Source: an optimization exercise on an open RTL-to-GDS flow (aim: small area, a short achievable clock period and few clock cycles per item). Production flows keep margins and buffers that such runs may drop.
In this exercise RTL edits were held to simulation tests only and were not proved equivalent to the original.

==> design.v <==
package rbrk4_pkg;
    localparam int DATA_W    = 32;
    localparam int ELEM_W    = 21;
    localparam int ROW_W     = 63;
    localparam int CFG_IDX_W = 3;
    localparam logic [CFG_IDX_W-1:0] REG_INERTIA0  = 3'd0;
    localparam logic [CFG_IDX_W-1:0] REG_INERTIA1  = 3'd1;
    localparam logic [CFG_IDX_W-1:0] REG_INERTIA2  = 3'd2;
    localparam logic [CFG_IDX_W-1:0] REG_INV0      = 3'd3;
    localparam logic [CFG_IDX_W-1:0] REG_INV1      = 3'd4;
    localparam logic [CFG_IDX_W-1:0] REG_INV2      = 3'd5;
    localparam logic [CFG_IDX_W-1:0] REG_STEP      = 3'd6;
endpackage
module rbrk4_mac #(
    parameter int AW  = 32,
    parameter int BW  = 33,
    parameter int ACW = 64
) (
    input  logic                  aclk,
    input  logic                  en,
    input  logic                  clr,
    input  logic                  fill,
    input  logic signed [AW-1:0]  op_a,
    input  logic signed [BW-1:0]  op_b,
    output logic signed [ACW-1:0] acc
);
    logic signed [ACW-1:0] base;
    always_comb begin
        if (clr)       base = '0;
        else if (fill) base = {acc[ACW-1:24], 24'hFF_FFFF};
        else           base = acc;
    end
    always_ff @(posedge aclk) begin
        if (en) acc <= base + op_a * op_b;
    end
endmodule
import rbrk4_pkg::*;
module rigid_body_rate_rk4_step (
    input  logic         aclk,
    input  logic         aresetn,
    input  logic         s_tvalid,
    output logic         s_tready,
    input  logic [287:0] s_tdata,
    input  logic [0:0]   s_tuser,
    output logic         m_tvalid,
    input  logic         m_tready,
    output logic [95:0]  m_tdata,
    input  logic         cfg_we,
    input  logic [rbrk4_pkg::CFG_IDX_W-1:0] cfg_index,
    input  logic [62:0]  cfg_data
);
    localparam logic signed [32:0] RECIP6 = 33'sd2863311531;   
    localparam logic [31:0] TWO30_DIV6 = 32'd178956970;
    logic [ROW_W-1:0]  inertia_reg [3];
    logic [ROW_W-1:0]  inv_reg [3];
    logic [DATA_W-1:0] step_reg;
    logic [3:0] p_reg;         
    logic [1:0] s_reg;         
    logic       load_reg;      
    logic       mv_reg;        
    logic signed [31:0] w_reg [3];
    logic signed [31:0] v_reg [3];
    logic signed [31:0] m_reg [3];
    logic signed [32:0] m2n_reg;       
    logic signed [31:0] t_reg [3];
    logic signed [34:0] ksum_reg [3];
    logic [3:0]         hi_reg [3];
    logic               neg_reg [3];
    logic signed [63:0] acc0, acc1;
    logic signed [64:0] acc2;
    function automatic logic signed [31:0] sat32(input logic signed [65:0] x);
        if (x > 66'sh0_0000_0000_7FFF_FFFF)      sat32 = 32'sh7FFF_FFFF;
        else if (x < -66'sh0_0000_0000_8000_0000) sat32 = 32'sh8000_0000;
        else                                     sat32 = x[31:0];
    endfunction
    function automatic logic signed [32:0] elem(input logic [ROW_W-1:0] row,
                                                input logic [1:0] c);
        logic [ELEM_W-1:0] e;
        case (c)
            2'd0:    e = row[20:0];
            2'd1:    e = row[41:21];
            default: e = row[62:42];
        endcase
        elem = 33'(signed'(e));
    endfunction
    logic signed [32:0] tc [3];
    always_comb
        for (int i = 0; i < 3; i++)
            tc[i] = 33'(signed'(s_tdata[32*i +: 32])) + 33'(signed'(s_tdata[96+32*i +: 32]));
    logic signed [31:0] mb [3];    
    logic signed [31:0] kb [3];    
    assign mb[0] = sat32(66'(acc0 >>> 12));
    assign mb[1] = sat32(66'(acc1 >>> 12));
    assign mb[2] = sat32(66'(acc2 >>> 12));
    assign kb[0] = sat32(66'(acc0 >>> 24));
    assign kb[1] = sat32(66'(acc1 >>> 24));
    assign kb[2] = sat32(66'(acc2 >>> 24));
    logic signed [40:0] gd;
    logic signed [31:0] gdiff, g1;
    logic signed [31:0] t_a, t_b;
    assign gd    = 41'(acc0 >>> 24) - 41'(acc1 >>> 24);
    assign gdiff = sat32(66'(gd));
    assign g1    = sat32(66'(acc2 >>> 24));
    assign t_a = sat32(66'(p_reg == 4'd4 ? tc[0] : tc[2]) - 66'(gdiff));
    assign t_b = sat32(66'(tc[1]) - 66'(g1));
    logic [1:0] col;
    always_comb begin
        if (p_reg <= 4'd2)      col = p_reg[1:0];
        else if (p_reg == 4'd5) col = 2'd0;
        else if (p_reg == 4'd6) col = 2'd1;
        else                    col = 2'd2;
    end
    logic signed [31:0] a0, a1, a2;
    logic signed [32:0] b0, b1, b2;
    logic signed [31:0] vc, tcol;
    logic               clr, fill2;
    logic signed [31:0] div_in [3];
    always_comb for (int i = 0; i < 3; i++) div_in[i] = v_reg[i];
    always_comb begin
        vc   = v_reg[col];
        tcol = t_reg[col];
        clr  = 1'b1;
        fill2 = 1'b0;
        a0 = vc; a1 = vc; a2 = vc;
        b0 = elem(inertia_reg[0], col);
        b1 = elem(inertia_reg[1], col);
        b2 = elem(inertia_reg[2], col);
        case (p_reg)
            4'd0, 4'd1, 4'd2: begin
                clr = (p_reg == 4'd0);
            end
            4'd3: begin
                a0 = v_reg[1]; b0 = 33'(mb[2]);
                a1 = v_reg[2]; b1 = 33'(mb[1]);
                a2 = v_reg[2]; b2 = 33'(mb[0]);
            end
            4'd4: begin
                a0 = v_reg[0]; b0 = 33'(m_reg[1]);
                a1 = v_reg[1]; b1 = 33'(m_reg[0]);
                a2 = v_reg[0]; b2 = m2n_reg;
                clr = 1'b0; fill2 = 1'b1;    
            end
            4'd5, 4'd6, 4'd7: begin
                a0 = tcol; a1 = tcol; a2 = tcol;
                b0 = elem(inv_reg[0], col);
                b1 = elem(inv_reg[1], col);
                b2 = elem(inv_reg[2], col);
                clr = (p_reg == 4'd5);
            end
            4'd8: begin
                a0 = mb[0]; a1 = mb[1]; a2 = mb[2];
                b0 = {1'b0, step_reg}; b1 = {1'b0, step_reg}; b2 = {1'b0, step_reg};
            end
            default: begin   
                a0 = div_in[0]; a1 = div_in[1]; a2 = div_in[2];
                b0 = RECIP6; b1 = RECIP6; b2 = RECIP6;
            end
        endcase
    end
    logic clr01;
    assign clr01 = clr | (p_reg == 4'd4);
    rbrk4_mac #(.AW(32), .BW(33), .ACW(64)) u_mac0 (
        .aclk(aclk), .en(1'b1), .clr(clr01), .fill(1'b0), .op_a(a0), .op_b(b0), .acc(acc0));
    rbrk4_mac #(.AW(32), .BW(33), .ACW(64)) u_mac1 (
        .aclk(aclk), .en(1'b1), .clr(clr01), .fill(1'b0), .op_a(a1), .op_b(b1), .acc(acc1));
    rbrk4_mac #(.AW(32), .BW(33), .ACW(65)) u_mac2 (
        .aclk(aclk), .en(1'b1), .clr(clr), .fill(fill2), .op_a(a2), .op_b(b2), .acc(acc2));
    logic signed [31:0] kk [3];
    logic signed [31:0] vnext [3];
    logic signed [34:0] ksum_next [3];
    logic signed [34:0] sum_f [3];
    logic [33:0]        mag [3];
    logic [31:0]        dvin [3];
    always_comb begin
        for (int i = 0; i < 3; i++) begin
            kk[i] = kb[i];
            vnext[i] = sat32(66'(w_reg[i]) + ((s_reg == 2'd2) ? 66'(kk[i]) : 66'(kk[i] >>> 1)));
            ksum_next[i] = (s_reg == 2'd0) ? 35'(kk[i])
                                          : ksum_reg[i] + ((s_reg == 2'd3) ? 35'(kk[i])
                                                                          : (35'(kk[i]) <<< 1));
            sum_f[i] = ksum_next[i];
            mag[i]   = sum_f[i][34] ? 34'(-sum_f[i]) : 34'(sum_f[i]);
            dvin[i]  = 32'(mag[i][29:0]) + 32'({mag[i][33:30], 2'b00});
        end
    end
    logic signed [31:0] wnext [3];
    logic [32:0] q [3];
    logic signed [65:0] qs [3];
    always_comb begin
        q[0] = 33'(acc0[63:34]) + 33'(hi_reg[0]) * 33'(TWO30_DIV6);
        q[1] = 33'(acc1[63:34]) + 33'(hi_reg[1]) * 33'(TWO30_DIV6);
        q[2] = 33'(acc2[63:34]) + 33'(hi_reg[2]) * 33'(TWO30_DIV6);
        for (int i = 0; i < 3; i++)
        begin
            qs[i] = 66'(q[i]);
            if (neg_reg[i]) qs[i] = -qs[i];
            wnext[i] = sat32(66'(w_reg[i]) + qs[i]);
        end
    end
    logic last_fin;
    assign last_fin = (p_reg == 4'd11);
    assign s_tready = (last_fin | load_reg) & ~mv_reg;
    assign m_tvalid = mv_reg;
    assign m_tdata  = {w_reg[2], w_reg[1], w_reg[0]};
    always_ff @(posedge aclk) begin
        if (!aresetn) begin
            for (int i = 0; i < 3; i++) begin
                inertia_reg[i] <= ROW_W'(64'd4096 << (ELEM_W * i));
                inv_reg[i]     <= ROW_W'(64'd4096 << (ELEM_W * i));
                w_reg[i]       <= '0;
                v_reg[i]       <= '0;
            end
            step_reg <= '0;
            p_reg    <= '0;
            s_reg    <= '0;
            load_reg <= 1'b0;
            mv_reg   <= 1'b0;
        end else begin
            if (cfg_we) begin
                case (cfg_index)
                    REG_INERTIA0: inertia_reg[0] <= cfg_data;
                    REG_INERTIA1: inertia_reg[1] <= cfg_data;
                    REG_INERTIA2: inertia_reg[2] <= cfg_data;
                    REG_INV0:     inv_reg[0] <= cfg_data;
                    REG_INV1:     inv_reg[1] <= cfg_data;
                    REG_INV2:     inv_reg[2] <= cfg_data;
                    REG_STEP:     step_reg <= cfg_data[DATA_W-1:0];
                    default: ;
                endcase
            end
            if (m_tready) mv_reg <= 1'b0;
            if (load_reg) begin
                if (!mv_reg) begin
                    load_reg <= 1'b0;
                    mv_reg   <= 1'b1;
                    for (int i = 0; i < 3; i++) begin
                        w_reg[i] <= s_tdata[192+32*i +: 32];
                        v_reg[i] <= s_tdata[192+32*i +: 32];
                    end
                end
            end else begin
                case (p_reg)
                    4'd0: begin
                        if (s_reg != 2'd0) p_reg <= 4'd1;
                        else if (s_tvalid) begin
                            if (s_tuser[0]) load_reg <= 1'b1;
                            else            p_reg <= 4'd1;
                        end
                    end
                    4'd9: begin
                        for (int i = 0; i < 3; i++) begin
                            ksum_reg[i] <= ksum_next[i];
                            if (s_reg == 2'd3) begin
                                v_reg[i]   <= signed'(dvin[i]);
                                hi_reg[i]  <= mag[i][33:30];
                                neg_reg[i] <= sum_f[i][34];
                            end else begin
                                v_reg[i] <= vnext[i];
                            end
                        end
                        if (s_reg == 2'd3) p_reg <= 4'd10;
                        else begin
                            p_reg <= 4'd0;
                            s_reg <= s_reg + 2'd1;
                        end
                    end
                    4'd10: p_reg <= 4'd11;
                    4'd11: begin
                        if (!mv_reg) begin
                            mv_reg <= 1'b1;
                            p_reg  <= 4'd0;
                            s_reg  <= 2'd0;
                            for (int i = 0; i < 3; i++) begin
                                w_reg[i] <= wnext[i];
                                v_reg[i] <= wnext[i];
                            end
                        end
                    end
                    default: p_reg <= p_reg + 4'd1;
                endcase
            end
        end
    end
    always_ff @(posedge aclk) begin
        if (p_reg == 4'd3) begin
            for (int i = 0; i < 3; i++) m_reg[i] <= mb[i];
            m2n_reg <= 33'sd0 - 33'(mb[2]);
        end
        if (p_reg == 4'd4) t_reg[0] <= t_a;
        if (p_reg == 4'd5) begin
            t_reg[1] <= t_b;
            t_reg[2] <= t_a;
        end
    end
endmodule
==> run.sh <==
#!/bin/bash
# synth_recipe.tcl (not shown) runs the flow's synth.tcl, then flattens the netlist and writes it again
# the make line also repeats each setting of config.mk as NAME=value (left out here)
make -C /OpenROAD-flow-scripts/flow DESIGN_CONFIG=/design/flow/config.mk WORK_HOME=/design/flow/orfs CLKGATE_MAP_FILE= SYNTH_SCRIPT=/design/flow/synth_recipe.tcl finish
==> config.mk <==
export PLATFORM = sky130hd
export DESIGN_NAME = rigid_body_rate_rk4_step
export DESIGN_NICKNAME = rigid_body_rate_rk4_step
export VERILOG_FILES = /design/flow/design.v
export SDC_FILE = /design/flow/constraint.sdc
export NUM_CORES = 4
export LEC_CHECK = 0
export CAP_MARGIN = 20
export CORE_MARGIN = 2
export CORE_UTILIZATION = 40
export SLEW_MARGIN = 20
==> constraint.sdc <==
create_clock -name core_clock -period 16.5 [get_ports {aclk}]
set_input_delay 3.3000 -clock core_clock [delete_from_list [all_inputs] [get_ports {aclk}]]
set_output_delay 3.3000 -clock core_clock [all_outputs]
set_load 0.01 [all_outputs]
==> run_results.csv <==
group,metric,value,unit
outcome,status,"no timing/DRC/antenna violations",
die,die_x,739,um
detailed_routing,wl,889000,um
place,dp_hpwl,700000,um
clock_network,postCtsResizedCells,0,
timing,worstMarginPinSlew,1.26,ns
global_route,antenna_found_initial,82,
critical_path,cpPeakStageDelay,0.79,ns
yosys,synth-edff-count,313,
yosys,synth.avg_cell_area,8.47,um2
die,die_height,739,um
clock_network,cts_tree,"built",
timing,slew_headroom,16.0,%
critical_path,cp_slowest_cell,"a211oi_1",
yosys,ys_seq_area_share,11.8,%
place,numPortBuffers,457,
yosys,ys_ff_latch,1116,
detailed_routing,drt_iter0_drc,21200,
yosys,synth_area_leader_cell,"fa_1",
worst_hold_path,timing.hold.worst.class,"flop to flop",
cells_and_area,synthToLayoutAreaGrowth,9.14,%
place,gp_congestion,1.02,
global_route,grt_pass1_vias,192000,
global_route,grt_first_pass_wirelength,1300000,um
clock_network,root_buffer,"clkbuf_16",
yosys,syn_area,216000,um2
cells_and_area,nFillCells,53300,
detailed_routing,vias,192000,
die,core_area,537000,um2
die,rows,269,
place,placed_cells,32300,
timing,fmax,65.3,MHz
yosys,post-synth-top-count-cell,"nand2_1",
yosys,synthCells,25500,
clock_network,hold_buffers,0,
critical_path,critPathMostFrequentCell,"fa_1",
global_route,gr-total-overflow,0,
yosys,synthTopCellsByArea,"fa_1 35%, ha_1 7.9%, nand2_1 7.9%",
yosys,synthTopCellsByCount,"4532 x nand2_1, 3820 x inv_1, 3751 x fa_1, 1695 x a21oi_1, 1364 x ha_1",
die,ios,458,
die,initial_core_util,40.2,%
global_route,grt_max_degree,128,
critical_path,critPathKind,"flop to flop",
cells_and_area,fin_nets,30700,
critical_path,rr_startpoint,"p_reg[0]",
timing,hold_viol,0,
cells_and_area,layout.cells.non_filler,32600,
timing,rsz0062_at_grt,"false",
critical_path,crit_start,"p_reg[0]",
clock_network,clkLatencyLatePin,0.96,ns
timing,final.setup.tns,0,ns
yosys,ys.flop_type,"dfxtp_1",
worst_hold_path,worstHoldStart,"inertia_reg[2][8]",
clock_network,htreeDepth,4,
yosys,synthDistinctLibCells,111,
clock_network,clock_sinks,1116,
die,die-area,546000,um2
critical_path,end_kind,"flop",
critical_path,crit_fanout,35,
detailed_routing,viasPerCell,5.88,
run,drv_cap,0,
cells_and_area,drive_gt1_share,4.85,%
critical_path,worst_ep_arrival_time,16.16,ns
clock_network,post_cts_buffers,0,
yosys,yosysWarnings,25,
critical_path,startpoint_type,"flop",
clock_network,cts_buffers,152,
detailed_routing,final_antenna_net_count,0,
detailed_routing,drt-wirelength-per-cell,27.2,um
timing,fin_crit,15.32,ns
timing,final.period_utilization,92.9,%
timing,final_max_slew_viol_count,0,
detailed_routing,drc,0,
yosys,synth_fp_nets,30900,
yosys,ys_async_sr_fraction,0,%
timing,finClkSkew,0.0821,ns
timing,finalSetupViolations,0,
global_route,track_usage,32.1,%
clock_network,clk_pin_slew,0.06,ns
clock_network,cts_buffer_depth,4,
yosys,synthDominantCellAreaShare,34.8,%
detailed_routing,first_pass_iters,9,
critical_path,critPathRequiredTime,17.34,ns
layout by cell type, fill, tap and decap left out, types with 111 or more instances in the layout:
cell             count
o21a_1             197
clkdlybuf4s50_1    456
nand3_1            271
clkbuf_16          157
o211ai_1           121
mux2i_1            184
inv_1             3814
a211oi_1           170
edfxtp_1           313
a21o_1             527
and3_1             132
dfxtp_1            798
nand2_1           4521
nand4_1            114
xor2_1             299
ha_1              1358
nand2b_1           245
a31oi_1            162
and2_1             358
a22oi_1            164
nor2b_1            369
buf_4              553
nor2_1             908
nor3_1             239
a21oi_1           1681
xnor2_1            680
o21ai_0            778
fa_1              3751
o21bai_1           119
or3_1              111
worst max-delay path: cells and delay by family, from the launching register on:
kind | cells | cell delay, ns
AO/OA/AOI/OAI | 14 | 6.73
adder cells (fa/ha/maj) | 11 | 5.45
AND/OR/NAND/NOR | 8 | 1.53
buffers and inverters | 6 | 0.90
flip-flops | 1 | 0.37
XOR/XNOR | 1 | 0.16
cell type report:
type                       count  area [um2]  share of cell area, %
antenna                       58         145                 0.0616
clock buffer                 216        4380                   1.86
clock inverter                59         696                  0.295
inverter                    3832       14400                   6.12
multi-input combinational  19100      173000                   73.2
sequential                  1116       25500                   10.8
tap                         7181        8980                   3.81
timing repair buffer        1022        8960                   3.80
kinds of logic (layout without fill, tap and decap cells):
family	count (synthesis)	in the layout	share of synthesized area, %
compound gates	5185	5185	15.7
xor+xnor	980	980	3.98
fa+ha+maj	5120	5120	42.7
buf+inv	5208	5129	9.08
flops	1116	1116	11.8
mux	195	195	0.911
other cells	0	58	0
simple gates	7668	7668	15.8
path summary, 6_finish.rpt:
path | endpoint | slack (ns) | cells past startpoint
max | u_mac2.acc[63] | 1.18 | 40
min reg2reg | inertia_reg[2][8] | 0.45 | 2
min | inertia_reg[2][8] | 0.45 | 2
max reg2reg | u_mac2.acc[63] | 1.18 | 40
layer usage:
metal  part of all wire (%)  track usage, %  routed length, um  vias up
met4                    6.4            16.8              56800       46
met2                     42            47.7             376000    10200
li1                       -               -                  -    82500
met3                     12            10.2             105000     2051
met5                  0.047           0.201                421        -
met1                     39            41.7             351000    97200
metrics by stage:
step	setup WS (ns)	util, %	hold WS [ns]	area [um2]
finish	1.18	43.9	0.454	236000
global route	0.416	43.8	0.469	235000
CTS	1.48	43.8	0.454	235000
detailed placement	1.51	42.9	0.446	230000
global placement	1.63	42.9	0.441	230000
floorplan	2.17	-	0.432	216000
Testbench counts, summed over its fixed seeds: cycles 52,512, items 1,280.

==> separate check: timing with driven ports <==
The flow's constraints put no driver on any port. The routed layout listed below was extracted and timed again, unchanged, in two steps. Step 1: set_driving_cell puts a clkbuf_16 on aclk and a buf_2 on each other input, an assumption about the parent block. Step 2 adds t to the input delays and takes it off the output delays; t is the mean of the earliest and latest rising clock arrival at the registers after step 1. Input paths then give back, and output paths get back, about the clock's delay inside the block. Slacks: ideal / step 1 / step 2; pairs: ideal / step 1.
t, ns: 1.062
setup slack, ns: 1.177 / 1.177 / 1.177
worst setup path at the end: register to register
worst data-port slew with drivers (ns): 0.22
After both steps this run still meets setup and hold. For this run, drivers alone change the setup slack by 0.000 ns; drivers and shift together by 0.000 ns.
